Context: an optimization exercise on an open-source flow, tuned for small area. The choices shown serve that exercise and are no tape-out recipe. Only simulation tests tie the RTL to the original design; equivalence was not proved. Power is estimated from default activity; no workload was simulated.

==> flow/design.v (excerpt) <==
module ex_stage_top (
    input  logic                  clk,
    input  logic                  rst_n,
    input  logic                  id_valid,
    input  logic [32-1:0]   id_rs1_data,
    input  logic [32-1:0]   id_rs2_data,
    input  logic [32-1:0]   id_imm,
    input  logic [32-1:0]   id_pc,
    input  logic [5-1:0] id_rs1,
    input  logic [5-1:0] id_rs2,
    input  logic [5-1:0] id_rd,
    input  logic [5-1:0] id_alu_ctrl,
    input  logic [1:0]            id_alu_src,
    input  logic [2:0]            id_branch_cond,
    input  logic                  id_branch_valid,
    input  logic [1:0]            id_result_src,
    input  logic                  id_mem_write,
    input  logic                  id_reg_write,
    input  logic [32-1:0]   mem_load_data,
    output logic                  pc_src,
    output logic [32-1:0]   branch_target,
    output logic [32-1:0]   mem_alu_result,
    output logic [32-1:0]   mem_store_data,
    output logic [5-1:0] mem_rd,
    output logic                  mem_write,
    output logic                  mem_reg_write,
    output logic [32-1:0]   wb_result,
    output logic [5-1:0] wb_rd,
    output logic                  wb_reg_write
);
clock: 7.0 ns
lec_check: 0
cap_margin: 20
core_margin: 2
core_utilization: 40
place_density: 0.75
setup_slack_margin: 0.1
slew_margin: 20
standard.sh (not shown) runs the stock make flow with config.mk's settings and CLKGATE_MAP_FILE= SYNTH_SCRIPT=/design/flow/synth_recipe.tcl, a recipe that flattens the netlist after the stock synthesis.
==> flow/flow/run.sh <==
#!/bin/bash
# Standard synthesis, then an area-oriented re-map of its combinational
# logic, then the standard layout with single-size port buffers and no CTS
# dummy loads. Each tool's output goes to a log file in this folder.
set -euo pipefail
W=$(pwd)
R=$W/orfs/results/$FLOW_PLATFORM/ex_stage_top/base
export BUFFER_PORTS_ARGS="-buffer_cell sky130_fd_sc_hd__buf_1"
export CTS_ARGS="-sink_clustering_enable -repair_clock_nets -dont_use_dummy_load -buf_list sky130_fd_sc_hd__clkbuf_8 -root_buf sky130_fd_sc_hd__clkbuf_8 -sink_clustering_size 12 -sink_clustering_max_diameter 60"

bash standard.sh synth > synth.log 2>&1
cp "$R/1_2_yosys.v" "$W/1_2_yosys.standard.v"

TOP=$FLOW_TOP IN_V="$W/1_2_yosys.standard.v" OUT_V="$W/1_2_yosys.remap.v" \
    ABCS="$W/flow/remap.abc" REMAP_RPT="$W/remap_stat" \
    REMAP_PLATFORM_CFG="$FLOW_HOME/platforms/sky130hd/config.mk" \
    REMAP_LIB="$FLOW_HOME/platforms/sky130hd/lib/sky130_fd_sc_hd__tt_025C_1v80.lib" \
    yosys -c "$W/flow/remap.tcl" > remap.log 2>&1

cp "$W/1_2_yosys.remap.v" "$R/1_2_yosys.v"
rm -f "$R/1_synth.odb" "$R/1_synth.sdc"
bash standard.sh > layout.log 2>&1
==> flow/flow/remap.abc <==
strash
dc2
balance
rewrite
refactor
balance
rewrite
rewrite -z
balance
refactor -z
rewrite -z
balance
dch -f
map -D 4000
topo
buffer -c
upsize -D 4000
dnsize -D 4000
strash
dch -f
map -D 4000
topo
buffer -c
upsize -D 4000
dnsize -D 4000
==> flow/flow/remap.tcl <==
# Re-map the combinational logic of the standard synthesis netlist for area.
# The flip-flops and tie cells stay as they are, with their names.
set lib $::env(REMAP_LIB)
yosys read_liberty -ignore_miss_func $lib
yosys read_verilog $::env(IN_V)
yosys hierarchy -top $::env(TOP)
foreach c {dfxtp_1 dfrtp_1 dfstp_1 dfxtp_2 dfrtp_2 dfxtp_4 dfrtp_4 conb_1} {
    if {![catch {yosys select -module sky130_fd_sc_hd__$c}]} {
        yosys select -clear
        yosys blackbox sky130_fd_sc_hd__$c
    }
}
yosys flatten
yosys opt_clean -purge
yosys tee -o $::env(REMAP_RPT).before stat -liberty $lib
# The platform's don't-use cells, from its config.mk
set fh [open $::env(REMAP_PLATFORM_CFG) r]
set cfg [read $fh]
close $fh
set dont_use {}
foreach w [regexp -all -inline {sky130_fd_sc_hd__\S+} [lindex [regexp -inline {DONT_USE_CELLS \+=[^#]*} $cfg] 0]] {
    lappend dont_use -dont_use $w
}
puts "remap: [expr {[llength $dont_use] / 2}] dont_use cells"
yosys abc -liberty $lib -script $::env(ABCS) {*}$dont_use
yosys opt_clean -purge
yosys tee -o $::env(REMAP_RPT).after stat -liberty $lib
yosys write_verilog -noattr -nohex -nodec $::env(OUT_V)
Edit:
==> flow/flow/remap.abc (replaced) <==
strash
dc2
balance
rewrite
refactor
balance
rewrite
rewrite -z
balance
refactor -z
rewrite -z
balance
dch -f
map -D 3500
topo
buffer -c
upsize -D 3500
dnsize -D 3500
strash
dch -f
map -D 3500
topo
buffer -c
upsize -D 3500
dnsize -D 3500
Settings changed: GPL_TIMING_DRIVEN set to 0, PLACE_DENSITY 0.75 to unset, SETUP_SLACK_MARGIN 0.1 to 0.3.
Clock skew went down by 42 ps.
Non-clock buffer count went up by 11.
Final cell count went up by 1.9%.
Edit:
--- a/flow/flow/run.sh
+++ b/flow/flow/run.sh
@@ -7,5 +7,5 @@
 R=$W/orfs/results/$FLOW_PLATFORM/ex_stage_top/base
 export BUFFER_PORTS_ARGS="-buffer_cell sky130_fd_sc_hd__buf_1"
-export CTS_ARGS="-sink_clustering_enable -repair_clock_nets -dont_use_dummy_load -buf_list sky130_fd_sc_hd__clkbuf_8 -root_buf sky130_fd_sc_hd__clkbuf_8 -sink_clustering_size 12 -sink_clustering_max_diameter 60"
+export CTS_ARGS="-sink_clustering_enable -repair_clock_nets -dont_use_dummy_load -buf_list sky130_fd_sc_hd__clkbuf_8 -root_buf sky130_fd_sc_hd__clkbuf_8 -sink_clustering_size 16 -sink_clustering_max_diameter 70"
 
 bash standard.sh synth > synth.log 2>&1
==> flow/flow/remap.abc (replaced) <==
strash
dc2
balance
rewrite
refactor
balance
rewrite
rewrite -z
balance
refactor -z
rewrite -z
balance
dch -f
map -D 4000
topo
buffer -c
upsize -D 4000
dnsize -D 4000
strash
dch -f
map -D 4000
topo
buffer -c
upsize -D 4000
dnsize -D 4000
Settings changed: CORE_UTILIZATION 40 to 55, GPL_TIMING_DRIVEN 0 to unset, SETUP_SLACK_MARGIN 0.3 to 0.1.
Synthesized area drops by 2.3%; global-route usage goes up by 5.4 points; power decreases by 3.9%; clock power goes down by 11%; wire length is lower by 16%; hold slack degrades by 39 ps; die area is lower by 28%; via count hardly moves; register-to-register slack gains 580 ps; clock-buffer cell count falls by 6; final area drops by 3.0%.

static timing again, ports no longer ideal:
How much do the figures lean on ideal ports? The routed layouts below were timed once more, with nothing changed but the port constraints.
Step 1: set_driving_cell puts a clkbuf_16 on clk and a buf_2 on each other input, an assumption about the parent block.
Step 2, shift: input delay + t, output delay - t, t = (earliest + latest rising clock arrival at the registers) / 2. This alone moves slack from input paths to output paths.
Three values: no drivers, after step 1, after step 2; two values: the first two.
run | t, ns | slack for setup (ns) | latest minus earliest clock arrival (ns)
the first run | 0.611 | 0.702 / 0.727 / 0.116 | 0.082 / 0.082
the second run | 0.649 | 0.451 / 0.469 / -0.180 | 0.040 / 0.040
the third run | 0.594 | 0.784 / 0.811 / 0.217 | 0.094 / 0.094
With both steps, setup timing fails in the second run, where it was met with ideal ports. The setup slack of the second run, which loses most, moves by +0.018 ns with the drivers and by -0.631 ns with both steps.
